Background: an optimization exercise with open tools, aiming at small area. Do not read the settings as production practice.
At most, simulation tests tie the RTL to the original design; equivalence was not proved.
The clock port is modelled as an ideal driver; clocking choices that lean on that would not hold on a real chip.
Power is estimated from default activity; no workload was simulated.

==> inputs of 06-17 <==
// dbg_top
module dbg_top (
    input  logic              clk,
    input  logic              clr_mcu_reset,
    input  logic              srx,
    output logic              stx,
    output logic              mcu_reset,
    output logic              cu_pause,
    input  logic              cu_pausable,
    input  logic              cu_paused,
    output logic [31:0]       mem_req_addr,
    output logic [31:0]       mem_req_din,
    output logic              mem_req_en,
    output logic              mem_req_we,
    input  logic [31:0]       mem_dout,
    input  logic [31:0]       pc_next
);
==> flow/config.mk <==
export PLATFORM = sky130hd
export DESIGN_NAME = dbg_top
export DESIGN_NICKNAME = dbg_top
export VERILOG_FILES = /design/flow/design.v
export SDC_FILE = /design/flow/constraint.sdc
export NUM_CORES = 4
export LEC_CHECK = 0
export CAP_MARGIN = 20
export CORE_MARGIN = 2
export CORE_UTILIZATION = 40
export SLEW_MARGIN = 20
export SYNTH_HIERARCHICAL = 1
==> flow/constraint.sdc <==
create_clock -name core_clock -period 10.0 [get_ports {clk}]
set_input_delay 2.0000 -clock core_clock [delete_from_list [all_inputs] [get_ports {clk}]]
set_output_delay 2.0000 -clock core_clock [all_outputs]
set_load 0.01 [all_outputs]
standard.sh (not shown) runs the stock make flow with config.mk's settings and CLKGATE_MAP_FILE= SYNTH_SCRIPT=/design/flow/synth_recipe.tcl, a recipe that flattens the netlist after the stock synthesis.
==> flow/flow/run.sh <==
#!/bin/bash
set -euo pipefail
export BUFFER_PORTS_ARGS="-buffer_cell sky130_fd_sc_hd__buf_1"
bash standard.sh synth floorplan place > flow_place.log 2>&1

export PLATFORM_DIR=$FLOW_HOME/platforms/sky130hd
export RES=$PWD/orfs/results/sky130hd/dbg_top/base
base="-sink_clustering_enable -repair_clock_nets -dont_use_dummy_load"
cands=(
  "$base -buf_list sky130_fd_sc_hd__clkbuf_8"
  "$base -buf_list sky130_fd_sc_hd__clkbuf_2"
  "$base -buf_list sky130_fd_sc_hd__clkbuf_4"
  "$base -buf_list sky130_fd_sc_hd__clkbuf_8 -sink_clustering_size 30 -sink_clustering_max_diameter 50"
  "$base -buf_list sky130_fd_sc_hd__clkbuf_16 -sink_clustering_size 30 -sink_clustering_max_diameter 80"
  "$base -buf_list sky130_fd_sc_hd__clkbuf_16 -sink_clustering_size 40 -sink_clustering_max_diameter 100"
  "$base -buf_list sky130_fd_sc_hd__clkbuf_4 -sink_clustering_size 30 -sink_clustering_max_diameter 30"
  "$base -buf_list sky130_fd_sc_hd__clkbuf_8 -sink_clustering_size 30 -sink_clustering_max_diameter 45"
)
for i in "${!cands[@]}"; do
  CTS_TRY="${cands[$i]}" openroad -no_init -exit flow/cts_eval.tcl > cts_eval_$i.log 2>&1 &
  if (( (i + 1) % 4 == 0 )); then wait; fi
done
wait
best=0; best_area=1e9
for i in "${!cands[@]}"; do
  read -r area slew < <(grep '^CTS_EVAL' cts_eval_$i.log | awk '{print $2, $3}') || continue
  echo "candidate $i: area $area slew $slew: ${cands[$i]}" >> cts_choice.log
  if awk -v s="$slew" -v a="$area" -v b="$best_area" 'BEGIN{exit !(s < 0.112 && a < b)}'; then
    best=$i; best_area=$area
  fi
done
echo "chosen $best" >> cts_choice.log
export CTS_ARGS="${cands[$best]}"
bash standard.sh > flow_finish.log 2>&1
==> flow/flow/cts_eval.tcl <==
# Try one clock tree setting on the placed design and print its buffer area and
# the worst flip-flop clock-pin slew. Nothing is written back.
read_lef $::env(PLATFORM_DIR)/lef/sky130_fd_sc_hd.tlef
read_lef $::env(PLATFORM_DIR)/lef/sky130_fd_sc_hd_merged.lef
read_liberty $::env(PLATFORM_DIR)/lib/sky130_fd_sc_hd__tt_025C_1v80.lib
read_db $::env(RES)/3_place.odb
read_sdc $::env(RES)/3_place.sdc
source $::env(PLATFORM_DIR)/setRC.tcl
set a0 [rsz::design_area]
eval clock_tree_synthesis $::env(CTS_TRY)
set_propagated_clock [all_clocks]
estimate_parasitics -placement
set a1 [rsz::design_area]
set mx 0
foreach pin [get_pins -hierarchical */CLK] {
  foreach p {slew_max_rise slew_max_fall} {
    set s [get_property $pin $p]
    if {$s > $mx} {set mx $s}
  }
}
puts "CTS_EVAL [expr {($a1-$a0)*1e12}] $mx"
==> 02-07 (differences from 06-17) <==
--- a/flow/design.v
+++ b/flow/design.v
@@ -110,15 +110,15 @@
         WM_WAIT_DATA   = 4'd9,
         SHB_WAIT_INDEX = 4'd10,
         SHB_WAIT_ADDR  = 4'd11,
         CHB_WAIT_INDEX = 4'd12,
         CHB_CLEAR      = 4'd13,
         SEND_CKSUM     = 4'd14;
     localparam logic [2:0] SRC_FAIL = 3'b000, SRC_CMD = 3'b001, SRC_MD = 3'b010,
-                           SRC_R = 3'b100, SRC_RMD = 3'b110;
+                           SRC_R = 3'b100, SRC_ST = 3'b101, SRC_RMD = 3'b110;
     logic [3:0]  state, next_state;
     logic [31:0] r_acc;
     logic [31:0] md_reg;
     logic        r_mcu_reset;
     logic        r_cu_pause;
     logic [15:0] wait_cnt;       
     logic        timed_out;
@@ -132,15 +132,16 @@
     logic        ld_cmd, ld_md;
     logic        cmd_ok;
     logic [1:0]  status;
     assign timed_out = (wait_cnt & 16'b1111001111111111) == 16'b1100001100010111;
     assign mcu_reset = clr_mcu_reset | r_mcu_reset;
     assign cu_pause = r_cu_pause | hb_pause;
     assign status = {cu_pause, mcu_reset};
-    assign cmd_ok = rx_word[31:12] == 20'h0FF00 && rx_word[7:0] == ~rx_word[15:8];
+    assign cmd_ok = rx_word[31:12] == 20'h0FF00 && rx_word[7:4] == 4'hF &&
+                    rx_word[3:0] == ~rx_word[11:8];
     always_comb begin
         next_state = state;
         tx_send = 1'b0;
         next_src = SRC_R;
         mem_req_en = 1'b0;
         hb_set = 1'b0;
         hb_clr = 1'b0;
@@ -191,14 +192,15 @@
                 if (cu_paused || mcu_reset) begin
                     tx_send = 1'b1;
                     next_state = IDLE;
                 end
             end
             ST_SEND_STATUS: begin
                 if (tx_idle) begin
+                    next_src = SRC_ST;
                     tx_send = 1'b1;
                     acc_en = 1'b1;
                     acc_clr = 1'b1;
                     acc_st = 1'b1;
                     next_state = SEND_CKSUM;
                 end
             end
@@ -240,15 +242,16 @@
             end
             CHB_CLEAR: begin
                 hb_clr = 1'b1;
                 next_state = SEND_CKSUM;
             end
             SEND_CKSUM: begin
                 if (tx_idle) begin
-                    next_src = (tx_src == SRC_MD) ? SRC_RMD : SRC_R;
+                    next_src = (tx_src == SRC_MD) ? SRC_RMD :
+                               (tx_src == SRC_ST) ? SRC_ST : SRC_R;
                     tx_send = 1'b1;
                     next_state = IDLE;
                 end
             end
             default: next_state = IDLE;
         endcase
     end
@@ -273,15 +276,16 @@
                 r_cu_pause <= 1'b0;
             end
         end
     end
     always_ff @(posedge clk) begin
         wait_cnt <= rx_ready ? 16'd0 : {wait_cnt[14:0], ~(wait_cnt[15] ^ wait_cnt[12])};
         if (acc_en) begin
-            r_acc <= (acc_clr ? 32'd0 : r_acc) ^ (acc_st ? {30'd0, status} : rx_word);
+            r_acc[31:2] <= (acc_clr ? 30'd0 : r_acc[31:2]) ^ rx_word[31:2];
+            r_acc[1:0] <= (acc_clr ? 2'd0 : r_acc[1:0]) ^ (acc_st ? status : rx_word[1:0]);
         end
         if (ld_md) begin
             md_reg <= mem_dout;
         end else if (ld_cmd) begin
             md_reg[11:8] <= rx_word[11:8];
         end
     end
@@ -299,65 +303,70 @@
     assign tx_idx = {~tx_byte, tx_bit[2:0]};
     assign cmd_word = {16'h0FF0, 4'h0, md_reg[11:8], 4'hF, ~md_reg[11:8]};
     assign fail_word = 32'hF00FF00F;
     always_comb begin
         tx_data = (tx_src[2] & r_acc[tx_idx]) ^ (tx_src[1] & md_reg[tx_idx]);
         if (tx_src[2:1] == 2'b00) begin
             tx_data = tx_src[0] ? cmd_word[tx_idx] : fail_word[tx_idx];
+        end else if (tx_src == SRC_ST) begin
+            tx_data = (tx_idx[4:1] == 4'd0) & r_acc[tx_idx[0]];
         end
     end
     always_ff @(posedge clk) begin
         if (clr_mcu_reset) begin
             tx_busy <= 1'b0;
             stx <= 1'b1;
-            tx_cnt <= '0;
             tx_bit <= '0;
             tx_byte <= '0;
         end else if (!tx_busy) begin
             if (tx_send) begin
                 tx_busy <= 1'b1;
                 stx <= 1'b0;
             end
         end else if (tx_full) begin
-            tx_cnt <= '0;
             if (tx_bit[3] && tx_bit[0]) begin
                 tx_bit <= '0;
                 tx_byte <= tx_byte + 1'b1;
                 if (tx_byte == 2'd3) begin
                     tx_busy <= 1'b0;
                 end else begin
                     stx <= 1'b0;
                 end
             end else begin
                 stx <= tx_bit[3] | tx_data;
                 tx_bit <= tx_bit + 1'b1;
             end
-        end else begin
+        end
+    end
+    always_ff @(posedge clk) begin
+        if (tx_busy && !tx_full) begin
             tx_cnt <= {tx_cnt[5:0], ~(tx_cnt[6] ^ tx_cnt[5])};
+        end else begin
+            tx_cnt <= '0;
         end
     end
     always_ff @(posedge clk) begin
         if (!tx_busy && tx_send) begin
             tx_src <= next_src;
         end
     end
     logic [31:0] bp_addr [8];
     logic [7:0]  bp_valid;
-    always_ff @(posedge clk) begin
-        if (clr_mcu_reset) begin
-            bp_valid <= '0;
-        end else if (hb_set) begin
-            bp_valid[r_acc[2:0]] <= 1'b1;
-        end else if (hb_clr) begin
-            bp_valid[r_acc[2:0]] <= 1'b0;
+    logic [7:0] bp_sel;
+    always_comb begin
+        for (int i = 0; i < 8; i++) begin
+            bp_sel[i] = (r_acc[2:0] == i);
         end
     end
     always_ff @(posedge clk) begin
-        if (hb_set) begin
-            bp_addr[r_acc[2:0]] <= rx_word;
+        for (int i = 0; i < 8; i++) begin
+            bp_valid[i] <= !clr_mcu_reset && ((hb_set && bp_sel[i]) || (bp_valid[i] && !(hb_clr && bp_sel[i])));
+            if (hb_set && bp_sel[i]) begin
+                bp_addr[i] <= rx_word;
+            end
         end
     end
     bp_match u_bp_match (
         .bp_addr     ({bp_addr[7], bp_addr[6], bp_addr[5], bp_addr[4],
                        bp_addr[3], bp_addr[2], bp_addr[1], bp_addr[0]}),
         .bp_valid    (bp_valid),
         .pc_next     (pc_next),
--- a/flow/flow/run.sh
+++ b/flow/flow/run.sh
@@ -1,10 +1,12 @@
 #!/bin/bash
 set -euo pipefail
 export BUFFER_PORTS_ARGS="-buffer_cell sky130_fd_sc_hd__buf_1"
+# downsize gates that have timing slack, once the design is placed and routed globally
+export RECOVER_POWER=100
 bash standard.sh synth floorplan place > flow_place.log 2>&1
 
 export PLATFORM_DIR=$FLOW_HOME/platforms/sky130hd
 export RES=$PWD/orfs/results/sky130hd/dbg_top/base
 base="-sink_clustering_enable -repair_clock_nets -dont_use_dummy_load"
 cands=(
   "$base -buf_list sky130_fd_sc_hd__clkbuf_8"
==> 01-21 (differences from 06-17) <==
--- a/flow/design.v
+++ b/flow/design.v
@@ -110,15 +110,15 @@
         WM_WAIT_DATA   = 4'd9,
         SHB_WAIT_INDEX = 4'd10,
         SHB_WAIT_ADDR  = 4'd11,
         CHB_WAIT_INDEX = 4'd12,
         CHB_CLEAR      = 4'd13,
         SEND_CKSUM     = 4'd14;
     localparam logic [2:0] SRC_FAIL = 3'b000, SRC_CMD = 3'b001, SRC_MD = 3'b010,
-                           SRC_R = 3'b100, SRC_RMD = 3'b110;
+                           SRC_R = 3'b100, SRC_ST = 3'b101, SRC_RMD = 3'b110;
     logic [3:0]  state, next_state;
     logic [31:0] r_acc;
     logic [31:0] md_reg;
     logic        r_mcu_reset;
     logic        r_cu_pause;
     logic [15:0] wait_cnt;       
     logic        timed_out;
@@ -132,15 +132,16 @@
     logic        ld_cmd, ld_md;
     logic        cmd_ok;
     logic [1:0]  status;
     assign timed_out = (wait_cnt & 16'b1111001111111111) == 16'b1100001100010111;
     assign mcu_reset = clr_mcu_reset | r_mcu_reset;
     assign cu_pause = r_cu_pause | hb_pause;
     assign status = {cu_pause, mcu_reset};
-    assign cmd_ok = rx_word[31:12] == 20'h0FF00 && rx_word[7:0] == ~rx_word[15:8];
+    assign cmd_ok = rx_word[31:12] == 20'h0FF00 && rx_word[7:4] == 4'hF &&
+                    rx_word[3:0] == ~rx_word[11:8];
     always_comb begin
         next_state = state;
         tx_send = 1'b0;
         next_src = SRC_R;
         mem_req_en = 1'b0;
         hb_set = 1'b0;
         hb_clr = 1'b0;
@@ -191,14 +192,15 @@
                 if (cu_paused || mcu_reset) begin
                     tx_send = 1'b1;
                     next_state = IDLE;
                 end
             end
             ST_SEND_STATUS: begin
                 if (tx_idle) begin
+                    next_src = SRC_ST;
                     tx_send = 1'b1;
                     acc_en = 1'b1;
                     acc_clr = 1'b1;
                     acc_st = 1'b1;
                     next_state = SEND_CKSUM;
                 end
             end
@@ -240,15 +242,16 @@
             end
             CHB_CLEAR: begin
                 hb_clr = 1'b1;
                 next_state = SEND_CKSUM;
             end
             SEND_CKSUM: begin
                 if (tx_idle) begin
-                    next_src = (tx_src == SRC_MD) ? SRC_RMD : SRC_R;
+                    next_src = (tx_src == SRC_MD) ? SRC_RMD :
+                               (tx_src == SRC_ST) ? SRC_ST : SRC_R;
                     tx_send = 1'b1;
                     next_state = IDLE;
                 end
             end
             default: next_state = IDLE;
         endcase
     end
@@ -273,15 +276,16 @@
                 r_cu_pause <= 1'b0;
             end
         end
     end
     always_ff @(posedge clk) begin
         wait_cnt <= rx_ready ? 16'd0 : {wait_cnt[14:0], ~(wait_cnt[15] ^ wait_cnt[12])};
         if (acc_en) begin
-            r_acc <= (acc_clr ? 32'd0 : r_acc) ^ (acc_st ? {30'd0, status} : rx_word);
+            r_acc[31:2] <= (acc_clr ? 30'd0 : r_acc[31:2]) ^ rx_word[31:2];
+            r_acc[1:0] <= (acc_clr ? 2'd0 : r_acc[1:0]) ^ (acc_st ? status : rx_word[1:0]);
         end
         if (ld_md) begin
             md_reg <= mem_dout;
         end else if (ld_cmd) begin
             md_reg[11:8] <= rx_word[11:8];
         end
     end
@@ -299,65 +303,70 @@
     assign tx_idx = {~tx_byte, tx_bit[2:0]};
     assign cmd_word = {16'h0FF0, 4'h0, md_reg[11:8], 4'hF, ~md_reg[11:8]};
     assign fail_word = 32'hF00FF00F;
     always_comb begin
         tx_data = (tx_src[2] & r_acc[tx_idx]) ^ (tx_src[1] & md_reg[tx_idx]);
         if (tx_src[2:1] == 2'b00) begin
             tx_data = tx_src[0] ? cmd_word[tx_idx] : fail_word[tx_idx];
+        end else if (tx_src == SRC_ST) begin
+            tx_data = (tx_idx[4:1] == 4'd0) & r_acc[tx_idx[0]];
         end
     end
     always_ff @(posedge clk) begin
         if (clr_mcu_reset) begin
             tx_busy <= 1'b0;
             stx <= 1'b1;
-            tx_cnt <= '0;
             tx_bit <= '0;
             tx_byte <= '0;
         end else if (!tx_busy) begin
             if (tx_send) begin
                 tx_busy <= 1'b1;
                 stx <= 1'b0;
             end
         end else if (tx_full) begin
-            tx_cnt <= '0;
             if (tx_bit[3] && tx_bit[0]) begin
                 tx_bit <= '0;
                 tx_byte <= tx_byte + 1'b1;
                 if (tx_byte == 2'd3) begin
                     tx_busy <= 1'b0;
                 end else begin
                     stx <= 1'b0;
                 end
             end else begin
                 stx <= tx_bit[3] | tx_data;
                 tx_bit <= tx_bit + 1'b1;
             end
-        end else begin
+        end
+    end
+    always_ff @(posedge clk) begin
+        if (tx_busy && !tx_full) begin
             tx_cnt <= {tx_cnt[5:0], ~(tx_cnt[6] ^ tx_cnt[5])};
+        end else begin
+            tx_cnt <= '0;
         end
     end
     always_ff @(posedge clk) begin
         if (!tx_busy && tx_send) begin
             tx_src <= next_src;
         end
     end
     logic [31:0] bp_addr [8];
     logic [7:0]  bp_valid;
-    always_ff @(posedge clk) begin
-        if (clr_mcu_reset) begin
-            bp_valid <= '0;
-        end else if (hb_set) begin
-            bp_valid[r_acc[2:0]] <= 1'b1;
-        end else if (hb_clr) begin
-            bp_valid[r_acc[2:0]] <= 1'b0;
+    logic [7:0] bp_sel;
+    always_comb begin
+        for (int i = 0; i < 8; i++) begin
+            bp_sel[i] = (r_acc[2:0] == i);
         end
     end
     always_ff @(posedge clk) begin
-        if (hb_set) begin
-            bp_addr[r_acc[2:0]] <= rx_word;
+        for (int i = 0; i < 8; i++) begin
+            bp_valid[i] <= !clr_mcu_reset && ((hb_set && bp_sel[i]) || (bp_valid[i] && !(hb_clr && bp_sel[i])));
+            if (hb_set && bp_sel[i]) begin
+                bp_addr[i] <= rx_word;
+            end
         end
     end
     bp_match u_bp_match (
         .bp_addr     ({bp_addr[7], bp_addr[6], bp_addr[5], bp_addr[4],
                        bp_addr[3], bp_addr[2], bp_addr[1], bp_addr[0]}),
         .bp_valid    (bp_valid),
         .pc_next     (pc_next),
--- a/flow/flow/run.sh
+++ b/flow/flow/run.sh
@@ -1,14 +1,46 @@
 #!/bin/bash
+# The standard layout (standard.sh), with these changes:
+#  - ports are buffered with buf_1 instead of the delay buffer buffer_ports picks;
 set -euo pipefail
 export BUFFER_PORTS_ARGS="-buffer_cell sky130_fd_sc_hd__buf_1"
-bash standard.sh synth floorplan place > flow_place.log 2>&1
+RES=$PWD/orfs/results/sky130hd/dbg_top/base
+LOGS=$PWD/orfs/logs/sky130hd/dbg_top/base
+
+bash standard.sh synth > flow_synth_std.log 2>&1
+cp "$RES/1_2_yosys.v" std_1_2_yosys.v
+cp "$LOGS/1_2_yosys.log" std_1_2_yosys.log
+
+sed "s|  log_cmd abc {\*}\$abc_args|  source $PWD/flow/abc_pick.tcl|" \
+  "$FLOW_HOME/scripts/synth.tcl" > own_synth_core.tcl
+sed "s|source \$::env(SCRIPTS_DIR)/synth.tcl|source $PWD/own_synth_core.tcl|" \
+  synth_recipe.tcl > own_synth.tcl
+own_ok=0
+if grep -q abc_pick.tcl own_synth_core.tcl && grep -q own_synth_core.tcl own_synth.tcl; then
+  mk=$(grep '^make ' standard.sh | sed "s|SYNTH_SCRIPT=[^ ]*|SYNTH_SCRIPT=$PWD/own_synth.tcl|; s|\"\${@:-finish}\"|do-yosys|")
+  if eval "$mk" > flow_synth_own.log 2>&1; then
+    own_ok=1
+  fi
+fi
+regs() { awk '$1 ~ /^sky130_fd_sc_hd__(s?e?df|dl[rx]|s?dlclkp)/ {print $1, $2}' "$1" | sort; }
+if [[ $own_ok == 1 ]] && [[ -s "$RES/1_2_yosys.v" ]] &&
+   cmp -s <(regs std_1_2_yosys.v) <(regs "$RES/1_2_yosys.v") &&
+   [[ $(regs std_1_2_yosys.v | wc -l) -gt 0 ]]; then
+  echo "own synthesis kept" > synth_choice.log
+  cp "$LOGS/1_2_yosys.log" own_1_2_yosys.log
+else
+  echo "own synthesis dropped, standard netlist restored" > synth_choice.log
+  cp std_1_2_yosys.v "$RES/1_2_yosys.v"
+fi
+touch "$RES/1_2_yosys.v"
+
+bash standard.sh floorplan place > flow_place.log 2>&1
 
 export PLATFORM_DIR=$FLOW_HOME/platforms/sky130hd
-export RES=$PWD/orfs/results/sky130hd/dbg_top/base
+export RES
 base="-sink_clustering_enable -repair_clock_nets -dont_use_dummy_load"
 cands=(
   "$base -buf_list sky130_fd_sc_hd__clkbuf_8"
   "$base -buf_list sky130_fd_sc_hd__clkbuf_2"
   "$base -buf_list sky130_fd_sc_hd__clkbuf_4"
   "$base -buf_list sky130_fd_sc_hd__clkbuf_8 -sink_clustering_size 30 -sink_clustering_max_diameter 50"
   "$base -buf_list sky130_fd_sc_hd__clkbuf_16 -sink_clustering_size 30 -sink_clustering_max_diameter 80"
==> flow/flow/abc_nf_a.script (new file) <==
&get -n
&st
&synch2
&nf -R 1000
&put
&get -n
&st
&dch -f
&nf -R 1000
&put
&get -n
&st
&dch -f
&nf -R 1000
&put
topo
==> flow/flow/abc_nf_b.script (new file) <==
&get -n
&st
&dc2
&synch2
&nf -R 1000 -p
&put
&get -n
&st
&dch -f
&nf -R 1000 -p
&put
topo
==> flow/flow/abc_nf_c.script (new file) <==
&get -n
&st
&synch2
&nf -R 1000
&put
&get -n
&st
&dch -f
&nf -R 1000
&put
topo
==> flow/flow/abc_pick.tcl (new file) <==
# Sourced by own_synth_core.tcl in place of ORFS's single abc call: map the
# combinational logic with each ABC script below and keep the result with the
# least standard-cell area, not counting buffers (placement removes those).
# Flip-flops are mapped before this point, so every choice keeps the same
# registers, names and cell types as the standard synthesis.
proc my_logic_area {} {
  set rpt [tee -q -s result.string stat {*}$::lib_args]
  set area 0.0
  set in_modules 1
  foreach line [split $rpt "\n"] {
    if {[string match "*design hierarchy*" $line]} { set in_modules 0 }
    if {$in_modules && [regexp {^\s*\d+\s+([0-9.eE+]+)\s+(sky130_fd_sc_hd__\S+)} $line -> a cell]} {
      if {![string match "*buf_*" $cell]} { set area [expr {$area + $a}] }
    }
  }
  return $area
}

set my_abc_dir [file dirname [info script]]
set my_abc_scripts [list $abc_script]
foreach s {abc_nf_a.script abc_nf_b.script abc_nf_c.script} {
  lappend my_abc_scripts [file join $my_abc_dir $s]
}
design -save my_pre_abc
set my_best_area 1e30
set my_best 0
set my_i 0
foreach s $my_abc_scripts {
  design -load my_pre_abc
  log_cmd abc {*}[lreplace $abc_args 1 1 $s]
  set a [my_logic_area]
  puts "FLOW_ABC $s logic area $a"
  if {$a < $my_best_area} {
    set my_best_area $a
    set my_best $my_i
  }
  design -save my_abc_$my_i
  incr my_i
}
puts "FLOW_ABC chosen [lindex $my_abc_scripts $my_best]"
design -load my_abc_$my_best
GPL_TIMING_DRIVEN = 0   (was not set)
==> 09-28 (differences from 06-17) <==
--- a/flow/design.v
+++ b/flow/design.v
@@ -110,15 +110,15 @@
         WM_WAIT_DATA   = 4'd9,
         SHB_WAIT_INDEX = 4'd10,
         SHB_WAIT_ADDR  = 4'd11,
         CHB_WAIT_INDEX = 4'd12,
         CHB_CLEAR      = 4'd13,
         SEND_CKSUM     = 4'd14;
     localparam logic [2:0] SRC_FAIL = 3'b000, SRC_CMD = 3'b001, SRC_MD = 3'b010,
-                           SRC_R = 3'b100, SRC_RMD = 3'b110;
+                           SRC_R = 3'b100, SRC_ST = 3'b101, SRC_RMD = 3'b110;
     logic [3:0]  state, next_state;
     logic [31:0] r_acc;
     logic [31:0] md_reg;
     logic        r_mcu_reset;
     logic        r_cu_pause;
     logic [15:0] wait_cnt;       
     logic        timed_out;
@@ -132,15 +132,16 @@
     logic        ld_cmd, ld_md;
     logic        cmd_ok;
     logic [1:0]  status;
     assign timed_out = (wait_cnt & 16'b1111001111111111) == 16'b1100001100010111;
     assign mcu_reset = clr_mcu_reset | r_mcu_reset;
     assign cu_pause = r_cu_pause | hb_pause;
     assign status = {cu_pause, mcu_reset};
-    assign cmd_ok = rx_word[31:12] == 20'h0FF00 && rx_word[7:0] == ~rx_word[15:8];
+    assign cmd_ok = rx_word[31:12] == 20'h0FF00 && rx_word[7:4] == 4'hF &&
+                    rx_word[3:0] == ~rx_word[11:8];
     always_comb begin
         next_state = state;
         tx_send = 1'b0;
         next_src = SRC_R;
         mem_req_en = 1'b0;
         hb_set = 1'b0;
         hb_clr = 1'b0;
@@ -191,14 +192,15 @@
                 if (cu_paused || mcu_reset) begin
                     tx_send = 1'b1;
                     next_state = IDLE;
                 end
             end
             ST_SEND_STATUS: begin
                 if (tx_idle) begin
+                    next_src = SRC_ST;
                     tx_send = 1'b1;
                     acc_en = 1'b1;
                     acc_clr = 1'b1;
                     acc_st = 1'b1;
                     next_state = SEND_CKSUM;
                 end
             end
@@ -240,15 +242,16 @@
             end
             CHB_CLEAR: begin
                 hb_clr = 1'b1;
                 next_state = SEND_CKSUM;
             end
             SEND_CKSUM: begin
                 if (tx_idle) begin
-                    next_src = (tx_src == SRC_MD) ? SRC_RMD : SRC_R;
+                    next_src = (tx_src == SRC_MD) ? SRC_RMD :
+                               (tx_src == SRC_ST) ? SRC_ST : SRC_R;
                     tx_send = 1'b1;
                     next_state = IDLE;
                 end
             end
             default: next_state = IDLE;
         endcase
     end
@@ -273,15 +276,16 @@
                 r_cu_pause <= 1'b0;
             end
         end
     end
     always_ff @(posedge clk) begin
         wait_cnt <= rx_ready ? 16'd0 : {wait_cnt[14:0], ~(wait_cnt[15] ^ wait_cnt[12])};
         if (acc_en) begin
-            r_acc <= (acc_clr ? 32'd0 : r_acc) ^ (acc_st ? {30'd0, status} : rx_word);
+            r_acc[31:2] <= (acc_clr ? 30'd0 : r_acc[31:2]) ^ rx_word[31:2];
+            r_acc[1:0] <= (acc_clr ? 2'd0 : r_acc[1:0]) ^ (acc_st ? status : rx_word[1:0]);
         end
         if (ld_md) begin
             md_reg <= mem_dout;
         end else if (ld_cmd) begin
             md_reg[11:8] <= rx_word[11:8];
         end
     end
@@ -299,65 +303,70 @@
     assign tx_idx = {~tx_byte, tx_bit[2:0]};
     assign cmd_word = {16'h0FF0, 4'h0, md_reg[11:8], 4'hF, ~md_reg[11:8]};
     assign fail_word = 32'hF00FF00F;
     always_comb begin
         tx_data = (tx_src[2] & r_acc[tx_idx]) ^ (tx_src[1] & md_reg[tx_idx]);
         if (tx_src[2:1] == 2'b00) begin
             tx_data = tx_src[0] ? cmd_word[tx_idx] : fail_word[tx_idx];
+        end else if (tx_src == SRC_ST) begin
+            tx_data = (tx_idx[4:1] == 4'd0) & r_acc[tx_idx[0]];
         end
     end
     always_ff @(posedge clk) begin
         if (clr_mcu_reset) begin
             tx_busy <= 1'b0;
             stx <= 1'b1;
-            tx_cnt <= '0;
             tx_bit <= '0;
             tx_byte <= '0;
         end else if (!tx_busy) begin
             if (tx_send) begin
                 tx_busy <= 1'b1;
                 stx <= 1'b0;
             end
         end else if (tx_full) begin
-            tx_cnt <= '0;
             if (tx_bit[3] && tx_bit[0]) begin
                 tx_bit <= '0;
                 tx_byte <= tx_byte + 1'b1;
                 if (tx_byte == 2'd3) begin
                     tx_busy <= 1'b0;
                 end else begin
                     stx <= 1'b0;
                 end
             end else begin
                 stx <= tx_bit[3] | tx_data;
                 tx_bit <= tx_bit + 1'b1;
             end
-        end else begin
+        end
+    end
+    always_ff @(posedge clk) begin
+        if (tx_busy && !tx_full) begin
             tx_cnt <= {tx_cnt[5:0], ~(tx_cnt[6] ^ tx_cnt[5])};
+        end else begin
+            tx_cnt <= '0;
         end
     end
     always_ff @(posedge clk) begin
         if (!tx_busy && tx_send) begin
             tx_src <= next_src;
         end
     end
     logic [31:0] bp_addr [8];
     logic [7:0]  bp_valid;
-    always_ff @(posedge clk) begin
-        if (clr_mcu_reset) begin
-            bp_valid <= '0;
-        end else if (hb_set) begin
-            bp_valid[r_acc[2:0]] <= 1'b1;
-        end else if (hb_clr) begin
-            bp_valid[r_acc[2:0]] <= 1'b0;
+    logic [7:0] bp_sel;
+    always_comb begin
+        for (int i = 0; i < 8; i++) begin
+            bp_sel[i] = (r_acc[2:0] == i);
         end
     end
     always_ff @(posedge clk) begin
-        if (hb_set) begin
-            bp_addr[r_acc[2:0]] <= rx_word;
+        for (int i = 0; i < 8; i++) begin
+            bp_valid[i] <= !clr_mcu_reset && ((hb_set && bp_sel[i]) || (bp_valid[i] && !(hb_clr && bp_sel[i])));
+            if (hb_set && bp_sel[i]) begin
+                bp_addr[i] <= rx_word;
+            end
         end
     end
     bp_match u_bp_match (
         .bp_addr     ({bp_addr[7], bp_addr[6], bp_addr[5], bp_addr[4],
                        bp_addr[3], bp_addr[2], bp_addr[1], bp_addr[0]}),
         .bp_valid    (bp_valid),
         .pc_next     (pc_next),
==> notes <==
09-28 passed the timing, design-rule and antenna checks. 06-17 finished clean. 01-21 went through all stages and came out clean. 02-07 completed, yet does not pass: max-capacitance violations, max-slew violations.
Of 09-28 and 06-17, 09-28 has the higher non-clock buffer count (gap 3).
Clock power: 02-07 is smaller than 01-21 (about 0.8%).
In 06-17 the sequential power is larger than in 01-21, by about 9%.
In 06-17 the clock skew is higher than in 09-28, by 0.016 ns.
Design area, lowest first: 01-21, 02-07, 09-28, 06-17.
Against 02-07, the routed wire length of 01-21 is higher by 14%.
In 02-07 the synthesized cell count is higher than in 01-21, by 1.7%.
Against 01-21, the combinational power of 02-07 is smaller by about 7%.
Hold slack: 06-17 < 01-21 < 09-28 < 02-07.
Of 09-28 and 06-17, 06-17 has the higher die area (gap about 0.5%, measured against 06-17).
Function not checked in 06-17: the RTL went through the layout flow alone.

==> separate check: timing with driven ports <==
How much do the figures lean on ideal ports? The routed layouts below were timed once more, with nothing changed but the port constraints. Step 1 (the two cells are an assumption about what drives the block):
set clk [get_ports {clk}]
set_driving_cell -lib_cell sky130_fd_sc_hd__clkbuf_16 $clk
set_driving_cell -lib_cell sky130_fd_sc_hd__buf_2 [delete_from_list [all_inputs] $clk]
Step 2, shift: input delay + t, output delay - t, t = (earliest + latest rising clock arrival at the registers) / 2. This alone moves slack from input paths to output paths. Slacks: ideal / step 1 / step 2; pairs: ideal / step 1.
run | t, ns | setup WS [ns] | worst slew at a driven data input, ns | cell pins on the clock port's net
06-17 | 1.083 | 3.123 / 3.083 / 3.083 | 0.11 | 1
02-07 | 1.058 | 3.202 / 3.176 / 3.176 | 0.06 | 1
01-21 | 1.086 | 1.678 / 1.647 / 1.647 | 0.04 | 1
09-28 | 1.056 | 3.182 / 3.158 / 3.158 | 0.06 | 1
For 06-17, which loses most, drivers alone change the setup slack by -0.040 ns; drivers and shift together by -0.040 ns.
